This design comes from an exercise in tuning for small area and a short achievable clock period on the open sky130 flow, not from production work.
In this exercise RTL edits were held to simulation tests only and were not proved equivalent to the original.

==> harbor: inputs <==
==> flow/design.v <==
module reaper_exec_ctrl #(
  parameter int DIV = 2
) (
  input  logic        Fast_Clock,
  input  logic        Raw_Reset_I,
  output logic        Slow_Clock,
  input  logic [5:0]  Opcode,
  input  logic [31:0] Input_1,
  input  logic [31:0] Input_2,
  output logic [31:0] Result,
  output logic        True,
  output logic [4:0]  ALU_Op,
  output logic        Reg_Write,
  output logic        ALU_Src,
  output logic        Long_Imm,
  output logic        Mem_Write,
  output logic        Mem_To_Reg,
  output logic        Branch,
  output logic        Jump_R,
  output logic        Jump_I,
  output logic        Stack_Enable,
  output logic        Stack_Write,
  output logic        IO_Enable,
  output logic        IO_Selection,
  output logic        Halt,
  output logic        Change_Context
);
  localparam int CW = (DIV > 1) ? $clog2(DIV) : 1;
  localparam logic [CW-1:0] LAST = DIV - 1;
  logic [CW-1:0] cnt;
  logic          slow_q;
  always_ff @(posedge Fast_Clock or negedge Raw_Reset_I) begin
    if (!Raw_Reset_I) begin
      cnt    <= '0;
      slow_q <= 1'b0;
    end else if (cnt == LAST) begin
      cnt    <= '0;
      slow_q <= ~slow_q;
    end else begin
      cnt    <= cnt + 1'b1;
    end
  end
  assign Slow_Clock = slow_q;
  logic [5:0] op;
  logic [5:0] op_m1, op_m21;
  logic [4:0] aop;
  logic rw, asrc, limm, mw, m2r, br;
  logic jr, ji, sen, swr, ioen, iosel;
  logic hlt, ctx;
  assign op     = Opcode;
  assign op_m1  = op - 6'h01;
  assign op_m21 = op - 6'h21;
  always_comb begin
    aop   = '0;
    rw    = 1'b0;
    asrc  = 1'b0;
    limm  = 1'b0;
    mw    = 1'b0;
    m2r   = 1'b0;
    br    = 1'b0;
    jr    = 1'b0;
    ji    = 1'b0;
    sen   = 1'b0;
    swr   = 1'b0;
    ioen  = 1'b0;
    iosel = 1'b0;
    hlt   = 1'b0;
    ctx   = 1'b0;
    if (op >= 6'h01 && op <= 6'h12) begin
      rw  = 1'b1;
      aop = op_m1[4:0];
    end else if (op >= 6'h21 && op <= 6'h32) begin
      rw   = 1'b1;
      asrc = 1'b1;
      aop  = op_m21[4:0];
    end else begin
      case (op)
        6'h13: begin
          rw   = 1'b1;
          asrc = 1'b1;
          limm = 1'b1;
          aop  = 5'd18;
        end
        6'h14: begin
          rw   = 1'b1;
          asrc = 1'b1;
          m2r  = 1'b1;
        end
        6'h15: begin
          asrc = 1'b1;
          mw   = 1'b1;
        end
        6'h16: begin
          br  = 1'b1;
          aop = 5'd12;
        end
        6'h17: begin
          br  = 1'b1;
          aop = 5'd13;
        end
        6'h18: begin
          br  = 1'b1;
          aop = 5'd14;
        end
        6'h19: begin
          br  = 1'b1;
          aop = 5'd16;
        end
        6'h1A: jr = 1'b1;
        6'h1B: begin
          ji   = 1'b1;
          limm = 1'b1;
        end
        6'h1C: begin
          ji   = 1'b1;
          limm = 1'b1;
          sen  = 1'b1;
          swr  = 1'b1;
        end
        6'h1D: sen = 1'b1;
        6'h1E: begin
          ioen = 1'b1;
          rw   = 1'b1;
        end
        6'h1F: begin
          ioen  = 1'b1;
          iosel = 1'b1;
        end
        6'h20: ctx = 1'b1;
        6'h3F: hlt = 1'b1;
        default: ;
      endcase
    end
  end
  logic [31:0] a, b;
  assign a = Input_1;
  assign b = Input_2;
  logic o_add, o_sub, o_mul, o_div, o_rem, o_and, o_or, o_xor, o_not;
  logic o_sll, o_srl, o_sra, o_cmp, o_movb;
  assign o_add  = (aop == 5'd0);
  assign o_sub  = (aop == 5'd1);
  assign o_mul  = (aop == 5'd2);
  assign o_div  = (aop == 5'd3);
  assign o_rem  = (aop == 5'd4);
  assign o_and  = (aop == 5'd5);
  assign o_or   = (aop == 5'd6);
  assign o_xor  = (aop == 5'd7);
  assign o_not  = (aop == 5'd8);
  assign o_sll  = (aop == 5'd9);
  assign o_srl  = (aop == 5'd10);
  assign o_sra  = (aop == 5'd11);
  assign o_cmp  = (aop >= 5'd12) && (aop <= 5'd17);
  assign o_movb = (aop == 5'd18);
  logic m_div, m_mul, m_sh, m_shr, m_as, m_subt;
  assign m_div  = o_div | o_rem;
  assign m_mul  = o_mul;
  assign m_shr  = o_srl | o_sra;
  assign m_sh   = o_sll | m_shr;
  assign m_as   = ~(m_div | m_mul | m_sh);    
  assign m_subt = o_sub | o_cmp;
  logic [31:0] abs_a, abs_b;
  logic [31:0] lo_a, lo_b;
  always_comb begin
    lo_a[0] = 1'b0;
    lo_b[0] = 1'b0;
    for (int i = 1; i < 32; i++) begin
      lo_a[i] = lo_a[i-1] | a[i-1];
      lo_b[i] = lo_b[i-1] | b[i-1];
    end
  end
  assign abs_a = a ^ ({32{a[31]}} & lo_a);
  assign abs_b = b ^ ({32{b[31]}} & lo_b);
  logic [31:0] dhz;
  always_comb begin
    dhz[0] = 1'b1;
    for (int k = 1; k < 32; k++)
      dhz[k] = dhz[k-1] & ~abs_b[32-k];
  end
  logic [31:0] shdec;
  always_comb
    for (int k = 0; k < 32; k++)
      shdec[k] = (b[4:0] == k[4:0]);
  logic        fill;
  logic [31:0] a_rev;
  assign fill = o_sra & a[31];
  always_comb
    for (int i = 0; i < 32; i++)
      a_rev[i] = a[31-i] ^ fill;
  logic [31:0] Y, ebit, dhzm, cin, R0;
  always_comb begin
    if (m_div)      Y = ~abs_b;
    else if (m_mul) Y = a;
    else if (m_shr) Y = a_rev;
    else if (m_sh)  Y = a;
    else            Y = b ^ {32{m_subt}};
    for (int k = 0; k < 32; k++) begin
      ebit[k] = (m_mul & b[k]) | (m_sh & shdec[k]) | (m_as & (k == 0));
      dhzm[k] = m_div & dhz[k];
      cin[k]  = m_div | (m_as & m_subt & (k == 0));
    end
    if (m_div)     R0 = abs_a;
    else if (m_as) R0 = a;
    else           R0 = '0;
  end
  localparam int GS = 4;
  logic [31:0] R [0:32];
  logic [31:0] q;
  assign R[32] = R0;
  for (genvar k = 31; k >= 0; k--) begin : g_row
    localparam int W  = 32 - k;
    localparam int NG = (W + GS - 1) / GS;
    logic [W-1:0] rr, o, x, g, p;
    logic [W:0]   c;
    logic [NG:0]  cg;
    logic         sel;
    assign rr = R[k+1][31:k];
    assign o  = Y[W-1:0];
    for (genvar j = 0; j < W; j++) begin : g_bit
      assign g[j] = rr[j] & o[j];
      assign p[j] = rr[j] | o[j];
      assign x[j] = o[j] ^ c[j];
    end
    assign cg[0] = cin[k];
    for (genvar m = 0; m < NG; m++) begin : g_grp
      localparam int LO = m * GS;
      localparam int HI = (LO + GS < W) ? (LO + GS - 1) : (W - 1);
      logic [HI-LO:0] gx, px;
      assign gx[0] = g[LO];
      assign px[0] = p[LO];
      for (genvar j = LO + 1; j <= HI; j++) begin : g_pre
        assign gx[j-LO] = g[j] | (p[j] & gx[j-LO-1]);
        assign px[j-LO] = p[j] & px[j-LO-1];
      end
      assign cg[m+1] = gx[HI-LO] | (px[HI-LO] & cg[m]);
      assign c[LO] = cg[m];
      for (genvar j = LO; j < HI; j++) begin : g_rip
        assign c[j+1] = g[j] | (p[j] & c[j]);
      end
    end
    assign sel  = (cg[NG] & dhzm[k]) | ebit[k];
    assign q[k] = sel;
    if (k > 0) begin : g_low
      assign R[k][k-1:0] = R[k+1][k-1:0];
    end
    assign R[k][31:k] = rr ^ ({W{sel}} & x);
  end
  logic [31:0] arr;
  assign arr = R[0];
  logic        bz, dneg;
  logic [31:0] dv, lo_v, dres;
  assign bz   = (b == 32'd0);
  assign dneg = o_div ? (a[31] ^ b[31]) : a[31];
  assign dv   = o_div ? q : arr;
  always_comb begin
    lo_v[0] = 1'b0;
    for (int i = 1; i < 32; i++)
      lo_v[i] = lo_v[i-1] | dv[i-1];
  end
  assign dres = bz ? 32'd0 : (dv ^ ({32{dneg}} & lo_v));
  logic [31:0] x_ab;
  logic        eq, lt, tru;
  assign x_ab = a ^ b;
  assign eq   = ~|x_ab;
  assign lt   = (a[31] ^ b[31]) ? a[31] : arr[31];
  always_comb begin
    case (aop)
      5'd12:   tru = eq;
      5'd13:   tru = ~eq;
      5'd14:   tru = lt;
      5'd15:   tru = lt | eq;
      5'd16:   tru = ~(lt | eq);
      5'd17:   tru = ~lt;
      default: tru = 1'b0;
    endcase
  end
  logic [31:0] arr_rev;
  always_comb
    for (int i = 0; i < 32; i++)
      arr_rev[i] = arr[31-i] ^ fill;
  logic [31:0] res;
  always_comb begin
    res = ({32{o_add | o_sub | o_mul | o_sll}} & arr)
        | ({32{m_shr}} & arr_rev)
        | ({32{m_div}} & dres)
        | ({32{o_and}} & (a & b))
        | ({32{o_or}}  & (a | b))
        | ({32{o_xor}} & x_ab)
        | ({32{o_not}} & ~a)
        | ({32{o_movb}} & b);
    res[0] = res[0] | tru;
  end
  assign Result         = res;
  assign True           = tru;
  assign ALU_Op         = aop;
  assign Reg_Write      = rw;
  assign ALU_Src        = asrc;
  assign Long_Imm       = limm;
  assign Mem_Write      = mw;
  assign Mem_To_Reg     = m2r;
  assign Branch         = br;
  assign Jump_R         = jr;
  assign Jump_I         = ji;
  assign Stack_Enable   = sen;
  assign Stack_Write    = swr;
  assign IO_Enable      = ioen;
  assign IO_Selection   = iosel;
  assign Halt           = hlt;
  assign Change_Context = ctx;
endmodule
==> flow/run.sh <==
#!/bin/bash
# synth_recipe.tcl (not shown) runs the flow's synth.tcl, then flattens the netlist and writes it again
# the make line also repeats each setting of config.mk as NAME=value (left out here)
make -C /OpenROAD-flow-scripts/flow DESIGN_CONFIG=/design/flow/config.mk WORK_HOME=/design/flow/orfs CLKGATE_MAP_FILE= SYNTH_SCRIPT=/design/flow/synth_recipe.tcl finish
==> flow/config.mk <==
export PLATFORM = sky130hd
export DESIGN_NAME = reaper_exec_ctrl
export DESIGN_NICKNAME = reaper_exec_ctrl
export VERILOG_FILES = /design/flow/design.v
export SDC_FILE = /design/flow/constraint.sdc
export NUM_CORES = 4
export LEC_CHECK = 0
export ABC_AREA = 1
export CAP_MARGIN = 20
export CORE_MARGIN = 2
export CORE_UTILIZATION = 40
export SLEW_MARGIN = 20
==> flow/constraint.sdc <==
create_clock -name core_clock -period 190.0 [get_ports {Fast_Clock}]
set_input_delay 38.0000 -clock core_clock [delete_from_list [all_inputs] [get_ports {Fast_Clock}]]
set_output_delay 38.0000 -clock core_clock [all_outputs]
set_load 0.01 [all_outputs]
==> indigo (differences from harbor) <==
--- a/flow/design.v
+++ b/flow/design.v
@@ -204,3 +204,3 @@
   end
-  localparam int GS = 4;
+  localparam int GS = 3;
   logic [31:0] R [0:32];
- CORE_UTILIZATION: 40 -> 60
- PLACE_DENSITY: default -> 0.7
==> pepper (differences from harbor) <==
--- a/flow/design.v
+++ b/flow/design.v
@@ -204,3 +204,3 @@
   end
-  localparam int GS = 4;
+  localparam int GS = 3;
   logic [31:0] R [0:32];
==> flow/flow/run.sh (new file) <==
#!/bin/bash
# Own flow: the standard layout (standard.sh, with its standard synthesis
# unchanged), except at the floorplan step:
#  - flow/downsize.tcl first sets every logic cell to the smallest drive
#    strength of its family (synthesis sizes up nearly every gate) and removes
#    synthesis buffers;
#  - the floorplan's timing repair (gate sizing and pin swaps only) then aims
#    for FP_SETUP_MARGIN ns of setup slack, so it sizes up the critical paths.
# Each step's output goes to its own log file here.
set -euo pipefail
WORK=$(pwd)
FP_SETUP_MARGIN=75
bash standard.sh synth > flow_synth.log 2>&1
bash standard.sh PRE_FLOORPLAN_TCL=$WORK/flow/downsize.tcl SETUP_SLACK_MARGIN=$FP_SETUP_MARGIN floorplan > flow_floorplan.log 2>&1
bash standard.sh > flow_finish.log 2>&1
test -f out/final.def
==> flow/flow/downsize.tcl (new file) <==
# Before the floorplan's timing repair: put every logic cell at the smallest
# drive strength of its family and remove synthesis buffers. The floorplan's
# repair_timing then sizes up only the cells its setup margin needs.
set dont_use {}
if { [info exists ::env(DONT_USE_CELLS)] } { set dont_use $::env(DONT_USE_CELLS) }
proc ds_skip { name dont_use } {
  foreach pat $dont_use { if { [string match $pat $name] } { return 1 } }
  return [expr { [string match "*lpflow*" $name] || [string match "*probe*" $name] }]
}
set best [dict create]
foreach m [get_lib_cells */*] {
  set n [get_name $m]
  if { [ds_skip $n $dont_use] } { continue }
  if { [regexp {^(sky130_fd_sc_hd__.*)_([0-9]+)$} $n -> fam sz] } {
    if { ![dict exists $best $fam] || $sz < [lindex [dict get $best $fam] 0] } {
      dict set best $fam [list $sz $n]
    }
  }
}
set cnt 0
foreach inst [get_cells *] {
  set mn [get_name [get_lib_cells -of_objects $inst]]
  if { [string match "*__df*" $mn] || [string match "*__conb*" $mn] } { continue }
  if { [regexp {^(sky130_fd_sc_hd__.*)_([0-9]+)$} $mn -> fam sz] && [dict exists $best $fam] } {
    set s [dict get $best $fam]
    if { [lindex $s 0] < $sz } {
      replace_cell $inst [lindex $s 1]
      incr cnt
    }
  }
}
puts "downsize.tcl: $cnt cells set to their smallest drive strength"
remove_buffers
==> flow/standard.sh (new file) <==
#!/bin/bash
# synth_recipe.tcl (not shown) runs the flow's synth.tcl, then flattens the netlist and writes it again
# the make line also repeats each setting of config.mk as NAME=value (left out here)
make -C /OpenROAD-flow-scripts/flow DESIGN_CONFIG=/design/flow/config.mk WORK_HOME=/design/flow/orfs CLKGATE_MAP_FILE= SYNTH_SCRIPT=/design/flow/synth_recipe.tcl "${@:-finish}"
- CORE_UTILIZATION: 40 -> 60
- PLACE_DENSITY: default -> 0.7
removed: flow/run.sh
==> xenon (differences from harbor) <==
==> flow/design.v, changed modules only <==
module reaper_exec_ctrl #(
  parameter int DIV = 2
) (
  input  logic        Fast_Clock,
  input  logic        Raw_Reset_I,
  output logic        Slow_Clock,
  input  logic [5:0]  Opcode,
  input  logic [31:0] Input_1,
  input  logic [31:0] Input_2,
  output logic [31:0] Result,
  output logic        True,
  output logic [4:0]  ALU_Op,
  output logic        Reg_Write,
  output logic        ALU_Src,
  output logic        Long_Imm,
  output logic        Mem_Write,
  output logic        Mem_To_Reg,
  output logic        Branch,
  output logic        Jump_R,
  output logic        Jump_I,
  output logic        Stack_Enable,
  output logic        Stack_Write,
  output logic        IO_Enable,
  output logic        IO_Selection,
  output logic        Halt,
  output logic        Change_Context
);
  localparam int CW = (DIV > 1) ? $clog2(DIV) : 1;
  localparam logic [CW-1:0] LAST = DIV - 1;
  logic [CW-1:0] cnt;
  logic          slow_q;
  always_ff @(posedge Fast_Clock or negedge Raw_Reset_I) begin
    if (!Raw_Reset_I) begin
      cnt    <= '0;
      slow_q <= 1'b0;
    end else if (cnt == LAST) begin
      cnt    <= '0;
      slow_q <= ~slow_q;
    end else begin
      cnt    <= cnt + 1'b1;
    end
  end
  assign Slow_Clock = slow_q;
  logic [5:0] op;
  logic [5:0] op_m1, op_m21;
  logic [4:0] aop;
  logic rw, asrc, limm, mw, m2r, br;
  logic jr, ji, sen, swr, ioen, iosel;
  logic hlt, ctx;
  assign op     = Opcode;
  assign op_m1  = op - 6'h01;
  assign op_m21 = op - 6'h21;
  always_comb begin
    aop   = '0;
    rw    = 1'b0;
    asrc  = 1'b0;
    limm  = 1'b0;
    mw    = 1'b0;
    m2r   = 1'b0;
    br    = 1'b0;
    jr    = 1'b0;
    ji    = 1'b0;
    sen   = 1'b0;
    swr   = 1'b0;
    ioen  = 1'b0;
    iosel = 1'b0;
    hlt   = 1'b0;
    ctx   = 1'b0;
    if (op >= 6'h01 && op <= 6'h12) begin
      rw  = 1'b1;
      aop = op_m1[4:0];
    end else if (op >= 6'h21 && op <= 6'h32) begin
      rw   = 1'b1;
      asrc = 1'b1;
      aop  = op_m21[4:0];
    end else begin
      case (op)
        6'h13: begin
          rw   = 1'b1;
          asrc = 1'b1;
          limm = 1'b1;
          aop  = 5'd18;
        end
        6'h14: begin
          rw   = 1'b1;
          asrc = 1'b1;
          m2r  = 1'b1;
        end
        6'h15: begin
          asrc = 1'b1;
          mw   = 1'b1;
        end
        6'h16: begin
          br  = 1'b1;
          aop = 5'd12;
        end
        6'h17: begin
          br  = 1'b1;
          aop = 5'd13;
        end
        6'h18: begin
          br  = 1'b1;
          aop = 5'd14;
        end
        6'h19: begin
          br  = 1'b1;
          aop = 5'd16;
        end
        6'h1A: jr = 1'b1;
        6'h1B: begin
          ji   = 1'b1;
          limm = 1'b1;
        end
        6'h1C: begin
          ji   = 1'b1;
          limm = 1'b1;
          sen  = 1'b1;
          swr  = 1'b1;
        end
        6'h1D: sen = 1'b1;
        6'h1E: begin
          ioen = 1'b1;
          rw   = 1'b1;
        end
        6'h1F: begin
          ioen  = 1'b1;
          iosel = 1'b1;
        end
        6'h20: ctx = 1'b1;
        6'h3F: hlt = 1'b1;
        default: ;
      endcase
    end
  end
  logic [31:0] a, b, res;
  logic signed [31:0] sa, sb;
  logic signed [31:0] prod, quot, rem;
  logic tru;
  logic ovf;
  assign a   = Input_1;
  assign b   = Input_2;
  assign sa  = $signed(a);
  assign sb  = $signed(b);
  assign ovf = (a == 32'h8000_0000) &&
               (b == 32'hFFFF_FFFF);
  assign prod = sa * sb;
  assign quot = sa / sb;
  assign rem  = sa % sb;
  always_comb begin
    res = '0;
    tru = 1'b0;
    case (aop)
      5'd0:  res = a + b;
      5'd1:  res = a - b;
      5'd2:  res = prod;
      5'd3: begin
        if (b == '0)  res = '0;
        else if (ovf) res = 32'h8000_0000;
        else          res = quot;
      end
      5'd4: begin
        if (b == '0 || ovf) res = '0;
        else                res = rem;
      end
      5'd5:  res = a & b;
      5'd6:  res = a | b;
      5'd7:  res = a ^ b;
      5'd8:  res = ~a;
      5'd9:  res = a << b[4:0];
      5'd10: res = a >> b[4:0];
      5'd11: res = sa >>> b[4:0];
      5'd12: tru = (a == b);
      5'd13: tru = (a != b);
      5'd14: tru = (sa < sb);
      5'd15: tru = (sa <= sb);
      5'd16: tru = (sa > sb);
      5'd17: tru = (sa >= sb);
      5'd18: res = b;
      default: res = '0;
    endcase
    if (aop >= 5'd12 && aop <= 5'd17)
      res = {31'b0, tru};
  end
  assign Result         = res;
  assign True           = tru;
  assign ALU_Op         = aop;
  assign Reg_Write      = rw;
  assign ALU_Src        = asrc;
  assign Long_Imm       = limm;
  assign Mem_Write      = mw;
  assign Mem_To_Reg     = m2r;
  assign Branch         = br;
  assign Jump_R         = jr;
  assign Jump_I         = ji;
  assign Stack_Enable   = sen;
  assign Stack_Write    = swr;
  assign IO_Enable      = ioen;
  assign IO_Selection   = iosel;
  assign Halt           = hlt;
  assign Change_Context = ctx;
endmodule
- ABC_AREA: 1 -> default
==> out/summary.txt <==
Outcome - complete, no violations
Combinational family with the most area after synthesis - simple AND/OR/NAND/NOR gates
-- figures above: harbor

==> out/summary.txt <==
Ports - 125
Outcome - complete, no violations
WP data required - 152.00 ns
Setup_tns - 0 ns
Placed Instance Area - 36,800 sq um
-- figures above: pepper

==> out/summary.txt <==
Outcome - complete, no violations
Combinational family with the most area after synthesis - simple AND/OR/NAND/NOR gates
-- figures above: indigo

==> out/summary.txt <==
Non-CTS buffers - 337
R2R setup slack - 189.33 ns
WL met2 - 130,000 um
Ant diodes - 13
Outcome - complete, no violations
-- figures above: xenon

[re-timing with driven ports]
The results above use ideal ports. As a check the final layouts listed here were re-extracted and re-timed, cells and wires unchanged. Step 1 assumes that a clkbuf_16 drives the clock port and a buf_2 every other input. Step 2, shift: input delay + t, output delay - t, t = (earliest + latest rising clock arrival at the registers) / 2. This alone moves slack from input paths to output paths. a / b / c = no drivers / after step 1 / after step 2; a / b = the first two.
run | t (ns) | setup slack, ns | slew at the worst register clock pin (ns) | worst data-port slew with drivers (ns)
harbor | 0.240 | 55.689 / 55.654 / 55.654 | 0.03 / 0.03 | 0.07
indigo | 0.239 | 52.801 / 52.776 / 52.776 | 0.03 / 0.03 | 0.04
pepper | 0.241 | 52.087 / 52.064 / 52.064 | 0.03 / 0.03 | 0.11
xenon | 0.240 | 12.431 / 12.295 / 12.295 | 0.03 / 0.03 | 0.21
After both steps setup and hold are still met in every run listed. The setup slack of xenon, which loses most, moves by -0.136 ns with the drivers and by -0.136 ns with both steps.
